This is an optimization exercise on Yosys and OpenROAD, whose aim is small area and a short achievable clock period, not a production implementation.
The RTL was checked by simulation tests, not by an equivalence proof against the original design.
Power is estimated from default activity; no workload was simulated.

[run.sh]
#!/bin/bash
# synth_recipe.tcl (not shown) runs the flow's synth.tcl, then flattens the netlist and writes it again
# the make line also repeats each setting of config.mk as NAME=value (left out here)
make -C /OpenROAD-flow-scripts/flow DESIGN_CONFIG=/design/flow/config.mk WORK_HOME=/design/flow/orfs CLKGATE_MAP_FILE= SYNTH_SCRIPT=/design/flow/synth_recipe.tcl finish
[config.mk]
export PLATFORM = sky130hd
export DESIGN_NAME = frame_detector
export DESIGN_NICKNAME = frame_detector
export VERILOG_FILES = /design/flow/design.v
export SDC_FILE = /design/flow/constraint.sdc
export NUM_CORES = 4
export LEC_CHECK = 0
export CAP_MARGIN = 20
export CORE_MARGIN = 2
export CORE_UTILIZATION = 40
export PLACE_DENSITY = 0.6
export SLEW_MARGIN = 20
[constraint.sdc]
create_clock -name core_clock -period 14.0 [get_ports {clk_in}]
set_input_delay 2.8000 -clock core_clock [delete_from_list [all_inputs] [get_ports {clk_in}]]
set_output_delay 2.8000 -clock core_clock [all_outputs]
set_load 0.01 [all_outputs]
[design.v]
package frame_detector_pkg;
  localparam logic [15:0] HEADER_WORD  = 16'hE0E0;
  localparam logic [15:0] TRAILER_WORD = 16'h0E0E;
  localparam int          MAX_WORDS    = 8;
  localparam int          DATA_W       = MAX_WORDS * 16;
  localparam int          BUF_WORDS    = MAX_WORDS + 2;
  localparam logic [2:0]  P_HUNT  = 3'd0;
  localparam logic [2:0]  P_HDR2  = 3'd1;
  localparam logic [2:0]  P_CHAN  = 3'd2;
  localparam logic [2:0]  P_BODY  = 3'd3;
  localparam logic [2:0]  P_CHECK = 3'd4;
  localparam logic        S_IDLE  = 1'b0;
  localparam logic        S_SHIFT = 1'b1;
  localparam int          FRAME_W   = 8 + 4 + DATA_W;
  localparam int          F_GRAY_LO = 0;
  localparam int          F_NW_LO   = DATA_W;
  localparam int          F_CH_LO   = DATA_W + 4;
endpackage
module frame_fifo #(
  parameter int DEPTH = 4,
  parameter int WIDTH = frame_detector_pkg::FRAME_W
) (
  input  logic             clk_in,
  input  logic             rst_n,
  input  logic             i_push,
  input  logic [WIDTH-1:0] i_data,
  input  logic             i_pop,
  output logic [WIDTH-1:0] o_data,
  output logic             o_empty,
  output logic             o_full
);
  localparam int AW = (DEPTH > 1) ? $clog2(DEPTH) : 1;
  localparam int CW = $clog2(DEPTH + 1);
  logic [WIDTH-1:0] r_mem [DEPTH];
  logic [AW-1:0]    r_wr_ptr;
  logic [AW-1:0]    r_rd_ptr;
  logic [CW-1:0]    r_count;
  logic             w_do_push;
  logic             w_do_pop;
  assign o_empty   = (r_count == '0);
  assign o_full    = (r_count == CW'(DEPTH));
  assign w_do_push = i_push && !o_full;
  assign w_do_pop  = i_pop && !o_empty;
  assign o_data    = r_mem[r_rd_ptr];
  always_ff @(posedge clk_in) begin
    if (w_do_push) r_mem[r_wr_ptr] <= i_data;
  end
  always_ff @(posedge clk_in) begin
    if (!rst_n) begin
      r_wr_ptr <= '0;
      r_rd_ptr <= '0;
      r_count  <= '0;
    end else begin
      if (w_do_push) r_wr_ptr <= (r_wr_ptr == AW'(DEPTH - 1)) ? '0 : r_wr_ptr + AW'(1);
      if (w_do_pop)  r_rd_ptr <= (r_rd_ptr == AW'(DEPTH - 1)) ? '0 : r_rd_ptr + AW'(1);
      if (w_do_push && !w_do_pop)      r_count <= r_count + CW'(1);
      else if (w_do_pop && !w_do_push) r_count <= r_count - CW'(1);
    end
  end
endmodule
module frame_detector #(
  parameter int FIFO_DEPTH = 4
) (
  input  logic        clk_in,
  input  logic        rst_n,
  input  logic [15:0] data_in,
  output logic        data_out_ch1, data_out_ch2, data_out_ch3, data_out_ch4,
  output logic        data_out_ch5, data_out_ch6, data_out_ch7, data_out_ch8,
  output logic        data_vld_ch1, data_vld_ch2, data_vld_ch3, data_vld_ch4,
  output logic        data_vld_ch5, data_vld_ch6, data_vld_ch7, data_vld_ch8,
  output logic        fifo_empty,
  output logic        fifo_full,
  output logic        crc_valid_o,
  output logic        crc_err
);
  localparam logic [15:0] HEADER_WORD  = frame_detector_pkg::HEADER_WORD;
  localparam logic [15:0] TRAILER_WORD = frame_detector_pkg::TRAILER_WORD;
  localparam int          MAX_WORDS    = frame_detector_pkg::MAX_WORDS;
  localparam int          DATA_W       = frame_detector_pkg::DATA_W;
  localparam int          BUF_WORDS    = frame_detector_pkg::BUF_WORDS;
  localparam int          FRAME_W      = frame_detector_pkg::FRAME_W;
  localparam int          F_GRAY_LO    = frame_detector_pkg::F_GRAY_LO;
  localparam int          F_NW_LO      = frame_detector_pkg::F_NW_LO;
  localparam int          F_CH_LO      = frame_detector_pkg::F_CH_LO;
  localparam logic [2:0]  P_HUNT       = frame_detector_pkg::P_HUNT;
  localparam logic [2:0]  P_HDR2       = frame_detector_pkg::P_HDR2;
  localparam logic [2:0]  P_CHAN       = frame_detector_pkg::P_CHAN;
  localparam logic [2:0]  P_BODY       = frame_detector_pkg::P_BODY;
  localparam logic [2:0]  P_CHECK      = frame_detector_pkg::P_CHECK;
  localparam logic        S_IDLE       = frame_detector_pkg::S_IDLE;
  localparam logic        S_SHIFT      = frame_detector_pkg::S_SHIFT;
  logic [2:0]         r_pstate, w_pnext;
  logic               r_sstate, w_snext;
  logic [15:0]        r_buf [BUF_WORDS];
  logic [3:0]         r_cnt;
  logic               r_prev_trl;
  logic [7:0]         r_ch;
  logic               r_crc_err;
  logic               w_chan_ok, w_trailer, w_overflow, w_match, w_push, w_pop;
  logic [3:0]         w_nwords;
  logic [15:0]        w_crc;
  logic [DATA_W-1:0]  w_payload;
  logic [FRAME_W-1:0] w_wr_frame, w_rd_frame;
  logic [DATA_W-1:0]  w_rd_gray;
  logic [3:0]         w_rd_nwords;
  logic [7:0]         w_rd_ch;
  logic [DATA_W-1:0]  r_sh;
  logic [7:0]         r_bits_left, r_sch, w_shamt, w_vld, w_out;
  logic               r_first;
  function automatic logic [15:0] crc16_step(input logic [15:0] crc, input logic [15:0] word);
    logic [15:0] c;
    c = crc ^ word;
    for (int i = 0; i < 16; i++) begin
      c = c[15] ? ({c[14:0], 1'b0} ^ 16'h1021) : {c[14:0], 1'b0};
    end
    crc16_step = c;
  endfunction
  assign w_chan_ok  = (data_in[15:8] == 8'h00) && $onehot(data_in[7:0]);
  assign w_trailer  = (data_in == TRAILER_WORD) && r_prev_trl;
  assign w_overflow = (r_cnt == 4'(BUF_WORDS)) ||
                      ((r_cnt == 4'(BUF_WORDS - 1)) && (data_in != TRAILER_WORD));
  always_comb begin
    w_pnext = r_pstate;
    case (r_pstate)
      P_HUNT:  if (data_in == HEADER_WORD) w_pnext = P_HDR2;
      P_HDR2:  w_pnext = (data_in == HEADER_WORD) ? P_CHAN : P_HUNT;
      P_CHAN:  w_pnext = w_chan_ok ? P_BODY : P_HUNT;
      P_BODY: begin
        if (w_trailer)       w_pnext = (r_cnt >= 4'd3) ? P_CHECK : P_HUNT;
        else if (w_overflow) w_pnext = P_HUNT;
      end
      P_CHECK: w_pnext = (data_in == HEADER_WORD) ? P_HDR2 : P_HUNT;
      default: w_pnext = P_HUNT;
    endcase
  end
  always_ff @(posedge clk_in) begin
    if (!rst_n) begin
      r_pstate   <= P_HUNT;
      r_cnt      <= '0;
      r_prev_trl <= 1'b0;
      r_ch       <= '0;
      r_crc_err  <= 1'b0;
    end else begin
      r_pstate  <= w_pnext;
      r_crc_err <= (r_pstate == P_CHECK) && !w_match;
      if (r_pstate == P_CHAN) begin
        r_ch       <= data_in[7:0];
        r_cnt      <= '0;
        r_prev_trl <= 1'b0;
      end else if (r_pstate == P_BODY && !w_trailer) begin
        r_cnt      <= r_cnt + 4'd1;
        r_prev_trl <= (data_in == TRAILER_WORD);
      end
    end
  end
  always_ff @(posedge clk_in) begin
    if (r_pstate == P_BODY && !w_trailer && r_cnt < 4'(BUF_WORDS)) r_buf[r_cnt] <= data_in;
  end
  assign w_nwords = r_cnt - 4'd2;
  always_comb begin
    w_crc     = '0;
    w_payload = '0;
    for (int i = 0; i < MAX_WORDS; i++) begin
      if (4'(i) < w_nwords) begin
        w_crc     = crc16_step(w_crc, r_buf[i]);
        w_payload = {w_payload[DATA_W-17:0], r_buf[i]};
      end
    end
  end
  assign w_match    = (w_crc == r_buf[w_nwords]);
  assign w_push     = (r_pstate == P_CHECK) && w_match;
  assign w_wr_frame = {r_ch, w_nwords, w_payload ^ (w_payload >> 1)};
  frame_fifo #(.DEPTH(FIFO_DEPTH), .WIDTH(FRAME_W)) u_fifo (
    .clk_in  (clk_in),
    .rst_n   (rst_n),
    .i_push  (w_push),
    .i_data  (w_wr_frame),
    .i_pop   (w_pop),
    .o_data  (w_rd_frame),
    .o_empty (fifo_empty),
    .o_full  (fifo_full)
  );
  assign w_rd_gray   = w_rd_frame[F_GRAY_LO +: DATA_W];
  assign w_rd_nwords = w_rd_frame[F_NW_LO +: 4];
  assign w_rd_ch     = w_rd_frame[F_CH_LO +: 8];
  assign w_pop   = (r_sstate == S_IDLE) && !fifo_empty;
  assign w_shamt = 8'(DATA_W) - {w_rd_nwords, 4'b0000};
  always_comb begin
    w_snext = r_sstate;
    case (r_sstate)
      S_IDLE:  if (!fifo_empty) w_snext = S_SHIFT;
      S_SHIFT: if (r_bits_left == 8'd1) w_snext = S_IDLE;
      default: w_snext = S_IDLE;
    endcase
  end
  always_ff @(posedge clk_in) begin
    if (!rst_n) begin
      r_sstate    <= S_IDLE;
      r_sh        <= '0;
      r_bits_left <= '0;
      r_sch       <= '0;
      r_first     <= 1'b0;
    end else begin
      r_sstate <= w_snext;
      if (w_pop) begin
        r_sh        <= w_rd_gray << w_shamt;
        r_bits_left <= {w_rd_nwords, 4'b0000};
        r_sch       <= w_rd_ch;
        r_first     <= 1'b1;
      end else if (r_sstate == S_SHIFT) begin
        r_sh        <= {r_sh[DATA_W-2:0], 1'b0};
        r_bits_left <= r_bits_left - 8'd1;
        r_first     <= 1'b0;
      end
    end
  end
  always_comb begin
    w_vld       = (r_sstate == S_SHIFT) ? r_sch : 8'h00;
    w_out       = w_vld & {8{r_sh[DATA_W-1]}};
    crc_valid_o = (r_sstate == S_SHIFT) && r_first;
  end
  assign crc_err = r_crc_err;
  assign {data_vld_ch8, data_vld_ch7, data_vld_ch6, data_vld_ch5,
          data_vld_ch4, data_vld_ch3, data_vld_ch2, data_vld_ch1} = w_vld;
  assign {data_out_ch8, data_out_ch7, data_out_ch6, data_out_ch5,
          data_out_ch4, data_out_ch3, data_out_ch2, data_out_ch1} = w_out;
endmodule
==> summary.txt <==
Synth Area in Compound Gates=0.114; worst-path maximum fanout=6; Remaining DRCs=0; CP max-delay cell=xor2_1; post-synthesis sequential area ratio=0.494; die height=between 300 and 400 µm; # hold bufs at CTS=0; Most used DFF post-synth=edfxtp_1; final setup vio count=0; clock skew=50.9 ps; DRT antenna net count=0; WS Path Type=flop to flop; mux contribution to synthesized area=0.112; DR iter-0 viols=around 4800; Final Hold Vio Count=0; DIE WIDTH=380 µm; Starting Density=0.404; Flop pwr share=0.426; Placed Instances=6647; switching power total=between 2000 and 2500 µW; Clk network pwr share=0.359; core region area=~140000 µm²; Synth Area in Simple Gates=0.121; layout cell share with drive strength beyond 1=0.147; vias per std cell=approximately 5.9; cell count after synthesis=between 4000 and 5000; setup TNS after final layout=0 ps; Max Cap Viol=0; global-route wire length before repair=around 260000 µm; Final Power=approximately 7900 µW; IR Drop Worst-Case VDD=between 0.15 and 0.2 mV; GRT Util Overall=0.245; leak pwr=0.0221 µW; vias in the first global route=around 38000; Tmin final=~13000 ps; most used cell, CP=xnor2_1; HPWL Detailed=about 130000 µm; Async S/R FF share, synth=0; Sink Count=slightly below 1000; Post-synth EDFFs=between 800 and 900; num ports=38; setup ws final=slightly above 700 ps; power density over the cells=roughly 130 nW/µm²; routed wire length=181000 µm; crit path capture type=flop; first drt pass iteration count=8; clock insertion delay at the later pin of the skew report=740 ps; Yosys warning total=2; fmax=about 75 MHz; vias=~41000; top cell type by total area after synthesis=edfxtp_1; num rows=137; largest net degree at the start of global routing=~140; final slew viol count=0; worst path required time=14630 ps; WP data arrival=~14000 ps; global route overflow=0; CTS HTree Levels=3; Synth top area share=0.433; Commonest cells post-synth=edfxtp_1 (816), nand2_1 (695), nor2_1 (447); RSZ-0062 raised after global routing=false; Synth area leaders=edfxtp_1 (43%), mux4_2 (9.2%), dfxtp_1 (6.1%); root buf cell=clkbuf_16; CTS tree=built; crit share post-route=0.948; drt wl/cell=~26 µm; IO buf count=37; Worst-Margin Slew=around 1100 ps; distinct cell type count after synthesis=approximately 110; Bufs on Longest Clock Path=3; Startpoint Class=flop; Net Sw Frac=0.302; initial antenna violation count=9; combinational power share=0.215; max incr delay on CP=620 ps; Tightest Hold Check Type=flop to flop; Area growth syn-to-layout=11.4%; TritonCTS buffer count=~100; CTS clk-pin slew, worst paths=around 60 ps; NumNets Final=4925; main combinational cell family by area after synthesis=XOR/XNOR gates; most instantiated library cell after synthesis=edfxtp_1; die area=approximately 140000 µm²; FF+latch count, synth=between 900 and 1000; dpl ws=~530 ps; hold_ws=roughly 460 ps; Post-Synth Adder-Cell Area=0.00620; outcome=no timing/DRC/antenna violations; Non-Filler Instances=between 6000 and 7000; Rel. slew slack=0.228; Post-Syn Area=56500 µm²; # fillers=12800; GPL Wtd Cong=between 0.9 and 1; post-synthesis xor/xnor area fraction=0.123; internal power=roughly 5500 µW; syn_area_per_cell=11.5 µm²
## layout make-up
| type | count | area (µm²) | share of cell area |
|---|---|---|---|
| Tap cell | 1876 | 2350 | 0.0373 |
| Clock buffer | 126 | 2730 | 0.0433 |
| Timing Repair Buffer | 183 | 1630 | 0.0259 |
| Sequential cell | 988 | 28000 | 0.444 |
| Inverter | 35 | 145 | 0.00231 |
| Clock inverter | 70 | 810 | 0.0129 |
| Antenna cell | 2 | 5.00 | 0.0000795 |
| Multi-Input combinational cell | 3570 | 27300 | 0.434 |
## logic make-up after synthesis
kind of cell,after synthesis
XOR/XNOR,612
multiplexers,335
buffers and inverters,438
AO/OA/AOI/OAI,984
flip-flops,988
AND/OR/NAND/NOR,1550
adder cells (fa/ha/maj),25
other,1
## metal layers
layer / GRT usage / wire (µm) / vias up
met3: 0.0399 / 14800 / 352
met1: 0.352 / 78200 / 20400
met5: 0 / 23 / -
li1: - / - / 18100
met2: 0.372 / 80200 / 1794
met4: 0.0966 / 7790 / 4
## repair_timing
item | in CTS | in global routing
gates resized for setup | 0 | 10
endpoints found under the hold margin | 0 | 0
setup buffers | 0 | 5
setup endpoints to repair | 0 | 513
## critical path: cells and delay by family (launching register included)
family	cells	cell delay, ps
adders and majority gates	2	590
xor gates and xnor gates	19	6910
AOI/OAI and AO/OA	10	2120
DFF	1	430
muxes	3	690
and+or+nand+nor	7	2130
buffers and inverters	2	270
## metrics by stage
step,cell area [µm²],util
after floorplan,56800,-
after global placement,59300,0.424
after detailed placement,59300,0.424
after CTS,62900,0.449
after global routing,63000,0.450
final,63000,0.450
## flip-flops by register name, summed over array words and instances, names as in the netlist, named ones only
name and cells:
r_bits_left 8, r_buf 256, r_ch 8, r_cnt 4
r_crc_err 1, r_first 1, r_prev_trl 1, r_pstate 3
r_sch 8, r_sh 128, r_sstate 1, u_fifo.r_count 3
u_fifo.r_mem 560, u_fifo.r_rd_ptr 2, u_fifo.r_wr_ptr 2
## worst paths after layout
check / end / slack (ps) / depth (start not counted) / startpoint
worst max-delay path: u_fifo.r_count[2]$_SDFFE_PN0P_ / 730 / 43 / r_buf[1][9]$_DFFE_PP_
worst min-delay path: r_sch[4]$_SDFFE_PN0P_ / 460 / 2 / r_sch[4]$_SDFFE_PN0P_
worst max register to register: u_fifo.r_count[2]$_SDFFE_PN0P_ / 730 / 43 / r_buf[1][9]$_DFFE_PP_
worst min register to register: r_sch[4]$_SDFFE_PN0P_ / 460 / 2 / r_sch[4]$_SDFFE_PN0P_
## cells in the final DEF (no fill, tap or decap), types with 23 or more instances in the layout
master	count
nor2_1	440
nand2_1	693
nand3_1	69
mux2i_1	88
a211oi_1	72
buf_4	133
xnor3_1	69
a21oi_1	276
inv_1	30
edfxtp_1	816
xnor2_2	23
and3_1	134
dfxtp_1	167
clkdlybuf4s50_1	37
o211ai_1	40
a221oi_1	76
a22oi_1	30
conb_1	64
a31oi_1	41
xor2_1	163
o21ai_0	265
nor3_1	52
clkbuf_16	104
and2_1	27
xnor2_1	318
mux4_2	231
o221a_2	48
## power by group through the flow
stage | sequential, µW | clock [µW] | combinational, µW
floorplan | 3360 | 0 | 1260
global placement | 3430 | 0 | 1690
detailed placement | 3430 | 0 | 1700
CTS | 3370 | 2890 | 1700
global route | 3380 | 3000 | 1850
finish | 3370 | 2840 | 1700

## port drivers added, routing unchanged
The flow's constraints put no driver on any port. The routed layout listed below was extracted and timed again, unchanged, in two steps. Step 1, drivers: a clkbuf_16 drives clk_in and a buf_2 each remaining input, both assumed. Step 2 also shifts input and output timing later by t, the mid clock arrival at the registers, as if the neighbouring blocks saw the same clock. a / b / c = ideal / step 1 / step 2; a / b = the first two.
t (ns): 0.793
slack for setup (ns): 0.726 / 0.726 / 0.726
worst setup path after step 2: register to register
slew at the worst register clock pin (ns): 0.07 / 0.07
cell pins on the clock port's net: 1
After both steps setup and hold are still met in this run. For this run, drivers alone change the setup slack by 0.000 ns; drivers and shift together by 0.000 ns.
